This design comes from an exercise in tuning for small area, a short achievable clock period and few clock cycles per item on the open sky130 flow, not from production work. At most, simulation tests tie the RTL to the original design; equivalence was not proved. Power is estimated from default activity; no workload was simulated.

== oak ==
## vpu_sp_top
module vpu_sp_top (
  input  logic        clk,
  input  logic        rst_n,
  input  logic        line_start,
  input  logic [7:0]  line_y,
  output logic        busy,
  output logic        line_done,
  output logic        param_req_en,
  output logic [3:0]  param_req_addr,
  input  logic [31:0] param_rdata,
  output logic        tile_req_en,
  output logic [15:0] tile_req_addr,
  input  logic [7:0]  tile_rdata,
  output logic        pal_req_en,
  output logic [9:0]  pal_req_addr,
  input  logic [31:0] pal_rdata,
  output logic        lb_rd_en,
  output logic [7:0]  lb_rd_addr,
  output logic        lb_wr_en,
  output logic [7:0]  lb_wr_addr,
  output logic [31:0] lb_wdata,
  input  logic [31:0] lb_rdata
);
  vpu_mem_pkg::param_req_t param_req;
  vpu_mem_pkg::tile_req_t  tile_req;
  vpu_mem_pkg::pal_req_t   pal_req;
  vpu_mem_pkg::lb_req_t    lb_req;
  vpu_sp u_sp (
    .clk         (clk),
    .rst_n       (rst_n),
    .line_start  (line_start),
    .line_y      (line_y),
    .busy        (busy),
    .line_done   (line_done),
    .param_req   (param_req),
    .param_rdata (param_rdata),
    .tile_req    (tile_req),
    .tile_rdata  (tile_rdata),
    .pal_req     (pal_req),
    .pal_rdata   (pal_rdata),
    .lb_req      (lb_req),
    .lb_rdata    (lb_rdata)
  );
  assign param_req_en   = param_req.en;
  assign param_req_addr = param_req.addr;
  assign tile_req_en    = tile_req.en;
  assign tile_req_addr  = tile_req.addr;
  assign pal_req_en     = pal_req.en;
  assign pal_req_addr   = pal_req.addr;
  assign lb_rd_en       = lb_req.rd_en;
  assign lb_rd_addr     = lb_req.rd_addr;
  assign lb_wr_en       = lb_req.wr_en;
  assign lb_wr_addr     = lb_req.wr_addr;
  assign lb_wdata       = lb_req.wdata;
endmodule
Size in the first run: ~310 flip-flops, roughly 200 I/O pins, about 0.017 mm2 of cells after synthesis.
clock: 11.0 ns
lec_check: 0
cap_margin: 20
core_margin: 2
core_utilization: 40
slew_margin: 20
standard.sh (not shown) runs the stock make flow with config.mk's settings and CLKGATE_MAP_FILE= SYNTH_SCRIPT=/design/flow/synth_recipe.tcl, a recipe that flattens the netlist after the stock synthesis.
==> flow/flow/run.sh <==
#!/bin/bash
# The standard layout, except that each port gets the smallest buffer
# (buf_1) instead of the one buffer_ports picks by default.
set -euo pipefail
export BUFFER_PORTS_ARGS="-buffer_cell sky130_fd_sc_hd__buf_1"
bash standard.sh finish > standard_flow.log 2>&1
oak: done, clean on timing, DRC and antenna
Modified inputs, pine compared to oak
--- a/flow/config.mk
+++ b/flow/config.mk
@@ -10,0 +11,2 @@
+export CTS_CLUSTER_DIAMETER = 60
+export CTS_CLUSTER_SIZE = 40
Notes after the runs:
pine and oak ended up with roughly the same minimum period implied by the final worst setup slack.
Side by side, power of the clock network turned out lower in pine than in oak.
Higher global-route met3 utilization goes to oak over pine.
What birch does differently from pine at the input level:
--- a/flow/config.mk
+++ b/flow/config.mk
@@ -11,2 +11,2 @@
-export CTS_CLUSTER_DIAMETER = 60
-export CTS_CLUSTER_SIZE = 40
+export CTS_CLUSTER_DIAMETER = 100
+export CTS_CLUSTER_SIZE = 30
Findings:
Number of I/O port buffers came out exactly the same in birch and pine.
Between pine and birch, the flow reports clock power decreasing by more than a quarter.
Of birch and pine, the run reporting the higher clock period minus worst slack was birch.
Comparing design area for birch and pine, the smaller number came from birch.
The layout overhead on the synthesized area in birch sits 3.6 points below the value recorded for pine.
The minimum hold slack in birch was higher than what pine gave.
birch: net switching power 10% below pine
The estimated power of birch ends up lower than the estimate for pine.
Of birch and pine, the run reporting the higher leakage power total was pine.
From pine to birch, worst slack at placement did not move at all.
No functional check of the RTL was part of any run of this note.

---

Another version of the RTL of vpu_sp_top (not shown whole).
Size in the first run: about 200 I/O pins, roughly 0.015 mm^2 of cells after synthesis.
==> flow/config.mk <==
export PLATFORM = sky130hd
export DESIGN_NAME = vpu_sp_top
export DESIGN_NICKNAME = vpu_sp_top
export VERILOG_FILES = /design/flow/design.v
export SDC_FILE = /design/flow/constraint.sdc
export NUM_CORES = 4
export LEC_CHECK = 0
export CAP_MARGIN = 20
export CORE_MARGIN = 2
export CORE_UTILIZATION = 40
export CTS_CLUSTER_DIAMETER = 100
export CTS_CLUSTER_SIZE = 25
export SLEW_MARGIN = 75
==> flow/constraint.sdc <==
create_clock -name core_clock -period 11.0 [get_ports {clk}]
set_input_delay 2.2000 -clock core_clock [delete_from_list [all_inputs] [get_ports {clk}]]
set_output_delay 2.2000 -clock core_clock [all_outputs]
set_load 0.01 [all_outputs]
Scripts as last shown in full above: flow/flow/run.sh
Testbench counts at the start, summed over its fixed seeds: cycles 50,398, lines 512.
Next try:
Settings changed: CTS_BUF_LIST from default to sky130_fd_sc_hd__clkbuf_8, CTS_CLUSTER_DIAMETER 100 to 80, CTS_CLUSTER_SIZE 25 to 16.
After rerunning: The new run completed with no timing, DRC or antenna violations. Register-to-register slack is about the same. Flip-flop and latch count stays the same. Clock skew is higher by 0.0064 ns. Via count climbs by 0.82%.

---

cedar:
Another version of the RTL of vpu_sp_top (not shown whole).
For scale: about 1400 cells after synthesis, roughly 300 flip-flops, about 200 I/O pins.
## vpu_sp_top
module vpu_sp_top (
  input  logic        clk,
  input  logic        rst_n,
  input  logic        line_start,
  input  logic [7:0]  line_y,
  output logic        busy,
  output logic        line_done,
  output logic        param_req_en,
  output logic [3:0]  param_req_addr,
  input  logic [31:0] param_rdata,
  output logic        tile_req_en,
  output logic [15:0] tile_req_addr,
  input  logic [7:0]  tile_rdata,
  output logic        pal_req_en,
  output logic [9:0]  pal_req_addr,
  input  logic [31:0] pal_rdata,
  output logic        lb_rd_en,
  output logic [7:0]  lb_rd_addr,
  output logic        lb_wr_en,
  output logic [7:0]  lb_wr_addr,
  output logic [31:0] lb_wdata,
  input  logic [31:0] lb_rdata
);
  vpu_mem_pkg::param_req_t param_req;
  vpu_mem_pkg::tile_req_t  tile_req;
  vpu_mem_pkg::pal_req_t   pal_req;
  vpu_mem_pkg::lb_req_t    lb_req;
  vpu_sp u_sp (
    .clk         (clk),
    .rst_n       (rst_n),
    .line_start  (line_start),
    .line_y      (line_y),
    .busy        (busy),
    .line_done   (line_done),
    .param_req   (param_req),
    .param_rdata (param_rdata),
  ...
Settings: LEC_CHECK=0, CAP_MARGIN=20, CORE_MARGIN=2, CORE_UTILIZATION=40, SLEW_MARGIN=20; clock period 11.0 ns.
Scripts as last shown in full above: flow/flow/run.sh
Testbench counts of cedar, summed over its fixed seeds: cycles 50,366, lines 512.
Relative to cedar, the following input files were edited for indigo:
--- a/flow/config.mk
+++ b/flow/config.mk
@@ -10,0 +11 @@
+export CTS_BUF_LIST = sky130_fd_sc_hd__clkbuf_4 sky130_fd_sc_hd__clkbuf_8
Findings:
cedar → indigo: setup TNS was more or less identical; count of clock buffers in the final design up 30; final design utilization now sits lower; final cell count without fillers went up; overall routed net length shows no meaningful change. The post-route fraction of the period consumed by the critical path was comparable across cedar and indigo. met2 track demand over resource in global routing was lower in the run labelled indigo. For worst hold slack after final layout, indigo and cedar come out practically identical. Final cell area: indigo below cedar.
## Diff of input files: sierra against indigo
==> flow/run.sh (new file) <==
#!/bin/bash
# synth_recipe.tcl (not shown) runs the flow's synth.tcl, then flattens the netlist and writes it again
# the make line also repeats each setting of config.mk as NAME=value (left out here)
make -C /OpenROAD-flow-scripts/flow DESIGN_CONFIG=/design/flow/config.mk WORK_HOME=/design/flow/orfs CLKGATE_MAP_FILE= SYNTH_SCRIPT=/design/flow/synth_recipe.tcl finish
--- a/flow/config.mk
+++ b/flow/config.mk
@@ -11 +10,0 @@
-export CTS_BUF_LIST = sky130_fd_sc_hd__clkbuf_4 sky130_fd_sc_hd__clkbuf_8
removed: flow/flow/run.sh
removed: flow/standard.sh
## What came out
- Between indigo and sierra, the flow reports global-route wire length before repair increasing slightly.
- Part of the total power dissipated in combinational logic delta for sierra relative to indigo: 1.0 points higher
- Cmp sierra and indigo / maximum vdd drop / higher: indigo
- Against indigo, sierra comes in 0.46 ns lower on pre-CTS setup slack.
- sierra vs. indigo: register-to-register slack went down by 0.05 ns.
- sierra against indigo; number of nets at the end of the flow is down slightly.
- Comparing indigo against sierra, there is no change at all in final total negative setup slack.
- indigo → sierra: sequential share of layout area fell by 2.3 points, switching component of the power went up by about 1.7%, layout overhead on the synthesized area now sits higher.

---

Setup of job 642:
vpu_sp_top, a different RTL version from the one above (not shown whole).
Size: ~15000 um2 of cells after synthesis.
clock: 11.0 ns
lec_check: 0
cap_margin: 20
core_margin: 2
core_utilization: 40
cts_buf_list: sky130_fd_sc_hd__clkbuf_8
cts_cluster_diameter: 80
cts_cluster_size: 16
slew_margin: 75
==> flow/flow/run.sh <==
#!/bin/bash
# The standard layout, except that each port gets the smallest buffer
# (buf_1) instead of the one buffer_ports picks by default.
set -euo pipefail
export BUFFER_PORTS_ARGS="-buffer_cell sky130_fd_sc_hd__buf_1"
bash standard.sh finish > standard_flow.log 2>&1
What job 9653 does differently from job 642 at the input level:
- putting ABC_CLOCK_PERIOD_IN_PS at 3500 where nothing was set
==> comparison <==
From job 9653 to job 642, sequential fraction of total cell area did not move at all. Final-layout setup total negative slack: job 9653 vs job 642, no meaningful difference. On total of cells resized after clock tree synthesis, job 642 and job 9653 are basically level. From job 642 to job 9653, detailed router's first-iteration violation count did not move at all. Job 642 -> job 9653: adder-cell share of the synthesized area delta 0, exact match. For worst-skew pair later-pin latency, job 9653 and job 642 come out practically identical.
[inputs] job 2921 vs job 9653
- setting ABC_AREA to 1 for the first time
- removing ABC_CLOCK_PERIOD_IN_PS (formerly 3500)
[summary]
Per the comparison of job 2921 with job 9653, clock skew neither gained nor lost much; overall power of the completed layout picked up an extra 1.5%; cell area neither gained nor lost much; global-route usage over all layers picked up an extra 0.51 points; portion of total power attributed to sequential cells lost 1.4 points. Relative to job 9653, total nets after synthesis has increased by about 22% in job 2921. Compared with job 9653, in job 2921 height of the die was more or less identical; share of the clock period used by the worst path fell by 0.49 points.
No functional check of the RTL was part of any run of this note.

## what the ideal ports hide
Ports are ideal in the flow. The routed layouts listed here were re-timed in OpenROAD.
Step 1: set_driving_cell puts a clkbuf_16 on clk and a buf_2 on each other input, an assumption about the parent block.
Step 2 times the ports against the registers' clock, not the clock port: input delays grow and output delays shrink by t, the midpoint of the rising clock arrivals with the driver on.
Slacks: ideal / step 1 / step 2; pairs: ideal / step 1.
run	t, ns	setup WS [ns]	worst data-port slew with drivers (ns)	pins driven straight from the clock port
oak	0.599	7.352 / 7.352 / 6.916	0.11	1
pine	0.633	7.355 / 7.355 / 6.915	0.11	1
birch	0.569	7.349 / 7.349 / 6.932	0.11	1
the first run of note 2	0.562	7.437 / 7.437 / 7.023	0.10	1
the second run of note 2	0.643	7.441 / 7.441 / 7.035	0.09	1
cedar	0.591	7.235 / 7.235 / 6.679	0.08	1
indigo	0.664	7.246 / 7.246 / 6.665	0.07	1
sierra	0.585	6.768 / 6.798 / 6.213	0.08	1
job 642	0.659	7.473 / 7.422 / 6.906	0.08	1
job 9653	0.659	7.473 / 7.422 / 6.906	0.08	1
job 2921	0.653	7.527 / 7.479 / 6.963	0.09	1
After both steps every run listed still meets setup and hold. For indigo, which loses most, drivers alone change the setup slack by 0.000 ns; drivers and shift together by -0.581 ns.
